Source: an optimization exercise on an open RTL-to-GDS flow (aim: a short achievable clock period and few clock cycles). Production flows keep margins and buffers that such runs may drop.
The RTL was checked by simulation tests, not by an equivalence proof against the original design.
No activity file was given, so power comes from the tool's default toggle rates.

`flow/design.v`:
```
package isa_pkg;
  typedef logic [31:0] word_t;     
  typedef logic [4:0]  reg_idx_t;
  typedef logic [10:0] opcode_t;   
  localparam opcode_t OP_ADD  = 11'b10001011000;
  localparam opcode_t OP_SUB  = 11'b11001011000;
  localparam opcode_t OP_AND  = 11'b10001010000;
  localparam opcode_t OP_ORR  = 11'b10101010000;
  localparam opcode_t OP_LDUR = 11'b11111000010;
  localparam opcode_t OP_STUR = 11'b11111000000;
  localparam int    NUM_REGS = 32;
  localparam word_t PC_STEP  = 32'd4;
  localparam int RD_LSB   = 0;    
  localparam int RN_LSB   = 5;
  localparam int RM_LSB   = 16;
  localparam int DT_LSB   = 12;   
  localparam int DT_WIDTH = 9;
  localparam int OP_MSB   = 31;
endpackage
package pipe_pkg;
  typedef enum logic [1:0] {
    ALU_AND = 2'b00,
    ALU_ORR = 2'b01,
    ALU_ADD = 2'b10,
    ALU_SUB = 2'b11
  } alu_op_e;
  typedef enum logic [1:0] {
    FWD_NONE = 2'b00,   
    FWD_WB   = 2'b01,
    FWD_MEM  = 2'b10
  } fwd_sel_e;
  typedef struct packed {
    alu_op_e alu_op;
    logic    alu_src;      
    logic    mem_read;
    logic    mem_write;
    logic    reg_write;
    logic    mem_to_reg;
  } ctrl_t;
  typedef struct packed {
    logic     valid;
    ctrl_t    ctrl;
    logic [31:0]    rdata1;
    logic [31:0]    rdata2;
    logic [31:0]    imm;
    logic [4:0] rn;
    logic [4:0] rm_sel;
    logic [4:0] rd;
  } id_ex_t;
  typedef struct packed {
    logic     valid;
    ctrl_t    ctrl;
    logic [31:0]    alu_result;
    logic [31:0]    store_data;
    logic [4:0] rd;
  } ex_mem_t;
  typedef struct packed {
    logic     valid;
    logic     reg_write;
    logic     mem_to_reg;
    logic [31:0]    alu_result;
    logic [31:0]    load_data;
    logic [4:0] rd;
  } mem_wb_t;
endpackage
module decode_unit (
  input  isa_pkg::word_t    instr,
  output pipe_pkg::ctrl_t   ctrl,
  output isa_pkg::reg_idx_t rm_sel,
  output isa_pkg::word_t    imm
);
  isa_pkg::opcode_t opcode;
  assign opcode = instr[isa_pkg::OP_MSB -: 11];
  always_comb begin
    ctrl = '0;   
    case (opcode)
      isa_pkg::OP_ADD: begin
        ctrl.alu_op    = pipe_pkg::ALU_ADD;
        ctrl.reg_write = 1'b1;
      end
      isa_pkg::OP_SUB: begin
        ctrl.alu_op    = pipe_pkg::ALU_SUB;
        ctrl.reg_write = 1'b1;
      end
      isa_pkg::OP_AND: begin
        ctrl.alu_op    = pipe_pkg::ALU_AND;
        ctrl.reg_write = 1'b1;
      end
      isa_pkg::OP_ORR: begin
        ctrl.alu_op    = pipe_pkg::ALU_ORR;
        ctrl.reg_write = 1'b1;
      end
      isa_pkg::OP_LDUR: begin
        ctrl.alu_op     = pipe_pkg::ALU_ADD;   
        ctrl.alu_src    = 1'b1;
        ctrl.mem_read   = 1'b1;
        ctrl.reg_write  = 1'b1;
        ctrl.mem_to_reg = 1'b1;
      end
      isa_pkg::OP_STUR: begin
        ctrl.alu_op    = pipe_pkg::ALU_ADD;
        ctrl.alu_src   = 1'b1;
        ctrl.mem_write = 1'b1;
      end
      default: ;
    endcase
  end
  assign rm_sel = (opcode == isa_pkg::OP_STUR) ? instr[isa_pkg::RD_LSB +: 5]
                                      : instr[isa_pkg::RM_LSB +: 5];
  assign imm = {{(32 - isa_pkg::DT_WIDTH){instr[isa_pkg::DT_LSB + isa_pkg::DT_WIDTH - 1]}},
                instr[isa_pkg::DT_LSB +: isa_pkg::DT_WIDTH]};
endmodule
module reg_file (
  input  logic              CLOCK,
  input  logic              arst_n,
  input  isa_pkg::reg_idx_t rd_idx_a,
  input  isa_pkg::reg_idx_t rd_idx_b,
  input  logic              wr_en,
  input  isa_pkg::reg_idx_t wr_idx,
  input  isa_pkg::word_t    wr_data,
  output isa_pkg::word_t    rd_data_a,
  output isa_pkg::word_t    rd_data_b
);
  isa_pkg::word_t regs [isa_pkg::NUM_REGS];
  always_ff @(posedge CLOCK or negedge arst_n) begin
    if (!arst_n) begin
      for (int i = 0; i < isa_pkg::NUM_REGS; i++) begin
        regs[i] <= isa_pkg::word_t'(i);   
      end
    end else if (wr_en) begin
      regs[wr_idx] <= wr_data;
    end
  end
  assign rd_data_a = (wr_en && wr_idx == rd_idx_a) ? wr_data : regs[rd_idx_a];
  assign rd_data_b = (wr_en && wr_idx == rd_idx_b) ? wr_data : regs[rd_idx_b];
endmodule
module hazard_unit (
  input  isa_pkg::reg_idx_t  id_rn,
  input  isa_pkg::reg_idx_t  id_rm,
  input  pipe_pkg::ctrl_t    ex_ctrl,
  input  isa_pkg::reg_idx_t  ex_rd,
  input  isa_pkg::reg_idx_t  ex_rn,
  input  isa_pkg::reg_idx_t  ex_rm,
  input  isa_pkg::reg_idx_t  mem_rd,
  input  logic               mem_reg_write,
  input  isa_pkg::reg_idx_t  wb_rd,
  input  logic               wb_reg_write,
  output logic               stall,
  output pipe_pkg::fwd_sel_e fwd_a,
  output pipe_pkg::fwd_sel_e fwd_b
);
  function automatic pipe_pkg::fwd_sel_e pick_source(isa_pkg::reg_idx_t src);
    if (mem_reg_write && mem_rd == src) begin
      pick_source = pipe_pkg::FWD_MEM;
    end else if (wb_reg_write && wb_rd == src) begin
      pick_source = pipe_pkg::FWD_WB;
    end else begin
      pick_source = pipe_pkg::FWD_NONE;
    end
  endfunction
  assign stall = ex_ctrl.mem_read && (ex_rd == id_rn || ex_rd == id_rm);
  assign fwd_a = pick_source(ex_rn);
  assign fwd_b = pick_source(ex_rm);
endmodule
module execute_unit (
  input  pipe_pkg::id_ex_t   ex,
  input  pipe_pkg::fwd_sel_e fwd_a,
  input  pipe_pkg::fwd_sel_e fwd_b,
  input  isa_pkg::word_t     mem_result,
  input  isa_pkg::word_t     wb_result,
  output isa_pkg::word_t     alu_result,
  output isa_pkg::word_t     store_data
);
  isa_pkg::word_t op_a;
  isa_pkg::word_t reg_b;   
  isa_pkg::word_t op_b;
  function automatic isa_pkg::word_t fwd_mux(pipe_pkg::fwd_sel_e sel, isa_pkg::word_t reg_val);
    case (sel)
      pipe_pkg::FWD_MEM: fwd_mux = mem_result;
      pipe_pkg::FWD_WB:  fwd_mux = wb_result;
      default: fwd_mux = reg_val;
    endcase
  endfunction
  assign op_a  = fwd_mux(fwd_a, ex.rdata1);
  assign reg_b = fwd_mux(fwd_b, ex.rdata2);
  assign op_b  = ex.ctrl.alu_src ? ex.imm : reg_b;
  always_comb begin
    case (ex.ctrl.alu_op)
      pipe_pkg::ALU_AND: alu_result = op_a & op_b;
      pipe_pkg::ALU_ORR: alu_result = op_a | op_b;
      pipe_pkg::ALU_ADD: alu_result = op_a + op_b;
      pipe_pkg::ALU_SUB: alu_result = op_a - op_b;
      default: alu_result = '0;
    endcase
  end
  assign store_data = reg_b;
endmodule
module legv8_pipeline (
  input  logic           CLOCK,
  input  logic           arst_n,
  output isa_pkg::word_t pc,
  input  isa_pkg::word_t instr,
  output isa_pkg::word_t mem_addr,
  output isa_pkg::word_t mem_wdata,
  output logic           mem_read,
  output logic           mem_write,
  input  isa_pkg::word_t mem_rdata
);
  isa_pkg::word_t    if_id_instr;
  logic     if_id_valid;
  pipe_pkg::id_ex_t   id_ex;
  pipe_pkg::id_ex_t   id_ex_d;
  pipe_pkg::ex_mem_t  ex_mem;
  pipe_pkg::mem_wb_t  mem_wb;
  pipe_pkg::ctrl_t    dec_ctrl;
  isa_pkg::reg_idx_t dec_rm_sel;
  isa_pkg::word_t    dec_imm;
  isa_pkg::reg_idx_t id_rn;
  isa_pkg::reg_idx_t id_rd;
  isa_pkg::word_t    rf_a;
  isa_pkg::word_t    rf_b;
  logic     stall;
  pipe_pkg::fwd_sel_e fwd_a;
  pipe_pkg::fwd_sel_e fwd_b;
  isa_pkg::word_t    ex_alu_result;
  isa_pkg::word_t    ex_store_data;
  logic     wb_we;
  isa_pkg::word_t    wb_data;
  assign id_rn = if_id_instr[isa_pkg::RN_LSB +: 5];
  assign id_rd = if_id_instr[isa_pkg::RD_LSB +: 5];
  always_ff @(posedge CLOCK or negedge arst_n) begin
    if (!arst_n) begin
      pc          <= '0;
      if_id_instr <= '0;
      if_id_valid <= 1'b0;
    end else if (!stall) begin
      pc          <= pc + isa_pkg::PC_STEP;
      if_id_instr <= instr;
      if_id_valid <= 1'b1;
    end
  end
  decode_unit decode_unit_inst (
    .instr  (if_id_instr),
    .ctrl   (dec_ctrl),
    .rm_sel (dec_rm_sel),
    .imm    (dec_imm)
  );
  reg_file reg_file_inst (
    .CLOCK     (CLOCK),
    .arst_n    (arst_n),
    .rd_idx_a  (id_rn),
    .rd_idx_b  (dec_rm_sel),
    .wr_en     (wb_we),
    .wr_idx    (mem_wb.rd),
    .wr_data   (wb_data),
    .rd_data_a (rf_a),
    .rd_data_b (rf_b)
  );
  hazard_unit hazard_unit_inst (
    .id_rn         (id_rn),
    .id_rm         (dec_rm_sel),
    .ex_ctrl       (id_ex.ctrl),
    .ex_rd         (id_ex.rd),
    .ex_rn         (id_ex.rn),
    .ex_rm         (id_ex.rm_sel),
    .mem_rd        (ex_mem.rd),
    .mem_reg_write (ex_mem.valid & ex_mem.ctrl.reg_write),
    .wb_rd         (mem_wb.rd),
    .wb_reg_write  (wb_we),
    .stall         (stall),
    .fwd_a         (fwd_a),
    .fwd_b         (fwd_b)
  );
  always_comb begin
    id_ex_d = '0;   
    if (!stall) begin
      id_ex_d.valid  = if_id_valid;
      id_ex_d.ctrl   = dec_ctrl;
      id_ex_d.rdata1 = rf_a;
      id_ex_d.rdata2 = rf_b;
      id_ex_d.imm    = dec_imm;
      id_ex_d.rn     = id_rn;
      id_ex_d.rm_sel = dec_rm_sel;
      id_ex_d.rd     = id_rd;
    end
  end
  execute_unit execute_unit_inst (
    .ex         (id_ex),
    .fwd_a      (fwd_a),
    .fwd_b      (fwd_b),
    .mem_result (ex_mem.alu_result),
    .wb_result  (wb_data),
    .alu_result (ex_alu_result),
    .store_data (ex_store_data)
  );
  always_ff @(posedge CLOCK or negedge arst_n) begin
    if (!arst_n) begin
      id_ex  <= '0;
      ex_mem <= '0;
      mem_wb <= '0;
    end else begin
      id_ex <= id_ex_d;
      ex_mem.valid      <= id_ex.valid;
      ex_mem.ctrl       <= id_ex.ctrl;
      ex_mem.alu_result <= ex_alu_result;
      ex_mem.store_data <= ex_store_data;
      ex_mem.rd         <= id_ex.rd;
      mem_wb.valid      <= ex_mem.valid;
      mem_wb.reg_write  <= ex_mem.ctrl.reg_write;
      mem_wb.mem_to_reg <= ex_mem.ctrl.mem_to_reg;
      mem_wb.alu_result <= ex_mem.alu_result;
      mem_wb.load_data  <= mem_rdata;
      mem_wb.rd         <= ex_mem.rd;
    end
  end
  assign mem_addr  = ex_mem.alu_result;
  assign mem_wdata = ex_mem.store_data;
  assign mem_read  = ex_mem.valid & ex_mem.ctrl.mem_read;
  assign mem_write = ex_mem.valid & ex_mem.ctrl.mem_write;
  assign wb_we   = mem_wb.valid & mem_wb.reg_write;
  assign wb_data = mem_wb.mem_to_reg ? mem_wb.load_data : mem_wb.alu_result;
endmodule
```
`flow/run.sh`:
```
#!/bin/bash
# synth_recipe.tcl (not shown) runs the flow's synth.tcl, then flattens the netlist and writes it again
# the make line also repeats each setting of config.mk as NAME=value (left out here)
make -C /OpenROAD-flow-scripts/flow DESIGN_CONFIG=/design/flow/config.mk WORK_HOME=/design/flow/orfs CLKGATE_MAP_FILE= SYNTH_SCRIPT=/design/flow/synth_recipe.tcl finish
```
`flow/config.mk`:
```
export PLATFORM = sky130hd
export DESIGN_NAME = legv8_pipeline
export DESIGN_NICKNAME = legv8_pipeline
export VERILOG_FILES = /design/flow/design.v
export SDC_FILE = /design/flow/constraint.sdc
export NUM_CORES = 8
export LEC_CHECK = 0
export CAP_MARGIN = 20
export CORE_MARGIN = 2
export CORE_UTILIZATION = 40
export SLEW_MARGIN = 20
```
`flow/constraint.sdc`:
```
create_clock -name core_clock -period 6.0 [get_ports {CLOCK}]
set_input_delay 1.2000 -clock core_clock [delete_from_list [all_inputs] [get_ports {CLOCK}]]
set_output_delay 1.2000 -clock core_clock [all_outputs]
set_load 0.01 [all_outputs]
```
==> impl_metrics.csv <==
group,metric,value,unit
global_route,antenna_found_initial,22,
sta,grt_setup_unrepaired,"false",
place,placedInstanceArea,69400,sq um
drt,drt-initial-drc-count,12900,
logic_synthesis,syn_inst,6868,
floorplanning,floorplan.die_area,163000,sq um
logic_synthesis,synthesis.yosys.warnings,6,
floorplanning,core,159000,sq um
floorplanning,initial_utilization,40.4,%
cells_and_area,layout.core_utilization,47.0,%
logic_synthesis,netlist_area,64000,sq um
outcome,status,"timing/DRC/antenna clean",
logic_synthesis,syn_area_per_cell,9.32,sq um
sta,timing_hold_violations_final,0,
setup_path,worst-path-max-fanout,8,
sta,timing.final.setup_violations,0,
cells_and_area,final_layout_size_suffix_gt1_share,12.3,%
sta,measured_slew_at_the_worst_slew_check_pin,1320,ps
sta,finalSetupTns,0,ps
cells_and_area,syn_to_final_growth,16.5,%
place,place.port_buffers,159,
floorplanning,die-width,404,um
floorplanning,floorplan.die.height,404,um
sta,clock.fmax,0.174,GHz
logic_synthesis,ffs_w_async_s_r_synth,100,%
floorplanning,io-pin-count,164,
setup_path,cpMostUsedCell,"sky130_fd_sc_hd__buf_4",
cts,clock-root-buffer,"sky130_fd_sc_hd__clkbuf_16",
flow_run,max-cap-violations,0,
logic_synthesis,synth.cells.most_frequent,"1,245 x sky130_fd_sc_hd__dfrtp_1, 1,019 x sky130_fd_sc_hd__nor2_1, 919 x sky130_fd_sc_hd__a21oi_1, 594 x sky130_fd_sc_hd__nand2_1, 512 x sky130_fd_sc_hd__clkbuf_1",
logic_synthesis,synthDominantCellAreaShare,48.7,%
setup_path,crit_slowest_cell,"sky130_fd_sc_hd__dfrtp_1",
cts,holdBufCountCts,0,
sta,layout_min_cycle_time,5760,ps
setup_path,cp-start-kind,"flop",
cts,clk_path_buf_depth,3,
cts,cts_tree,"done",
setup_path,critical-path-top-delay-family,"compound AO/OA/AOI/OAI gates",
place,preCtsSetupSlack,198,ps
sta,skew,34.4,ps
setup_path,worstPathArrival,6460,ps
place,finalWeightedCongestion,1.00,
logic_synthesis,dominantRegCellSynth,"sky130_fd_sc_hd__dfrtp_1",
place,place_hpwl,187000,um
global_route,grt_pass1_vias,57700,
setup_path,critical_path.max_stage_delay,390,ps
pwr,worst_ir_drop_vdd,0.315,mV
cts,cts-htree-levels,4,
logic_synthesis,yosys.cell_types.count,95,
logic_synthesis,synth_enable_flop_cells,0,
hold_path,timing.hold.worst.class,"in -> async",
pwr,leakage_power,0.0318,uW
drt,totalWireLength,312000,um
drt,detail_route.drc_violations,0,
drt,post_route_ant_nets,0,
global_route,grt_remaining_overflow,0,
setup_path,critical_path_class,"reg -> reg",
cts,clock_sink_count,1325,
cts,clkLatencyLatePin,850,ps
cts,post_cts.repair.setup_buffers,0,
pwr,power.density_cell_area,265,nW/um^2
cells_and_area,multi_input_area,28800,sq um
cts,cts_inserted_buffers,145,
global_route,grt_start_max_net_pins,162,
logic_synthesis,synthMostInstantiatedCell,"sky130_fd_sc_hd__dfrtp_1",
drt,dr_total_vias,62400,
cells_and_area,final-seq-area,33300,sq um
cells_and_area,final_instance_area,74500,sq um
sta,post-route-worst-setup-slack,241,ps
sta,drv_slew,0,
setup_path,worst-path-buf-inv,5,
sta,max-slew-margin-rel,12.1,%
logic_synthesis,yosys-top-cells-area,"sky130_fd_sc_hd__dfrtp_1 49%, sky130_fd_sc_hd__a21oi_1 7.2%, sky130_fd_sc_hd__nor2_1 6.0%, sky130_fd_sc_hd__a22oi_1 3.9%, sky130_fd_sc_hd__a221oi_1 3.7%",
drt,routed_via_density,6.89,
cells_and_area,n_fill_cell,14800,
global_route,grt_pass1_wl,436000,um
drt,router_iterations_before_antenna_repair,13,
setup_path,worstPathRequired,6700,ps
setup_path,worst_setup_path_end_kind,"flop",
logic_synthesis,synth-seq-area-share,52.0,%
logic_synthesis,synth_area_leader_cell,"sky130_fd_sc_hd__dfrtp_1",
floorplanning,row_count,146,
drt,avgRoutedWirePerCell,34.4,um
cts,worst_setup_hold_path_clk_slew,60,ps
sta,min_period_over_period,96.0,%
logic_synthesis,ys_seq_elements,1325,
cells_and_area,total_nets_final,6944,
global_route,groute.usage.overall,37.4,%
## cells in the final DEF, fill, tap and decap left out, drive strengths merged, types with 158 or more instances in the layout
cell / count
a221oi: 270
nor2: 1021
a22oi: 336
o21ai: 447
clkdlybuf4s50: 158
dfrtp: 1245
a22o: 250
nand4: 165
a21oi: 921
nand2: 595
buf: 345
clkbuf: 208
## final timing paths
kind                       startpoint                        end  slack, ps  cells after the start
setup reg to reg             id_ex[8]                 ex_mem[68]        240                     28
max in group asynchronous      arst_n  reg_file_inst.regs[28][1]       4110                      2
min in group core_clock    id_ex[113]                 ex_mem[71]        350                      0
hold reg to reg            id_ex[113]                 ex_mem[71]        350                      0
setup / recovery             id_ex[8]                 ex_mem[68]        240                     28
hold / removal                 arst_n                  id_ex[18]        250                      1
## flip-flops by register name (all words and copies together) (netlist names)
signal,cells
mem_wb,72
pc,30
if_id_instr,30
id_ex,95
if_id_valid,1
ex_mem,73
reg_file_inst.regs,1024
## repair_timing
item | CTS | global route
setup endpoints to repair | 0 | 2
hold endpoints to repair | 0 | 0
resized for setup | 0 | 10
## layer usage
layer | track usage, % | share of wire [%] | vias to the layer above
met2 | 52.4 | 40 | 5750
li1 | - | - | 24900
met5 | 0.862 | 0.15 | -
met4 | 24.1 | 8.2 | 30
met1 | 46.3 | 36 | 29900
met3 | 17.1 | 16 | 1761
## where the power goes
part / total, uW / internal (uW) / switching (uW)
Combinational: 1210 / 384 / 822
Sequential: 9120 / 9020 / 97.6
Clock: 9430 / 5470 / 3960
## layout make-up
| class | count | share of cell area [%] |
|---|---|---|
| flip-flops and latches | 1325 | 44.6 |
| multi-input cells | 4830 | 38.7 |
| repair buffers | 503 | 6.36 |
| clock buffers | 208 | 5.65 |
| well taps | 2072 | 3.48 |
| clock inverters | 58 | 0.974 |
| inverters | 36 | 0.181 |
| diodes | 23 | 0.0772 |
## logic make-up after synthesis
group	Yosys count	share of synthesized area [%]
xor gates and xnor gates	127	1.74
other	1	0.00586
and+or+nand+nor	2118	14.3
buffers and inverters	714	4.82
muxes	53	0.868
DFF	1325	52.0
adders and majority gates	53	0.985
AOI/OAI and AO/OA	2477	25.3
## metrics by stage
step | instances | power [uW] | hold slack, ps
after floorplan | 6869 | 9740 | 331
after detailed placement | 8762 | 10400 | 336
after global placement | 8760 | 10400 | 340
final | 9055 | 19800 | 247
after global routing | 9034 | 20200 | 316
after CTS | 9028 | 19700 | 310
Testbench counts, summed over its fixed seeds: cycles 13,094.

-- separate check: timing with driven ports --
The flow's constraints put no driver on any port. The routed layout listed below was extracted and timed again, unchanged, in two steps. Step 1 sets driving cells, clkbuf_16 on the clock port and buf_2 on the other inputs (assumed; they add their load-dependent delay and slew). Step 2, shift: input delay + t, output delay - t, t = (earliest + latest rising clock arrival at the registers) / 2. This alone moves slack from input paths to output paths. a / b / c = ideal / step 1 / step 2; a / b = the first two.
t, ns: 0.911
setup WS [ns]: 0.241 / 0.241 / 0.241
worst register clock-pin slew, ns: 0.07 / 0.07
worst data-port slew with drivers (ns): 0.10
cell pins on the clock port's net: 1
After both steps this run still meets setup and hold. For this run, drivers alone change the setup slack by 0.000 ns; drivers and shift together by 0.000 ns.
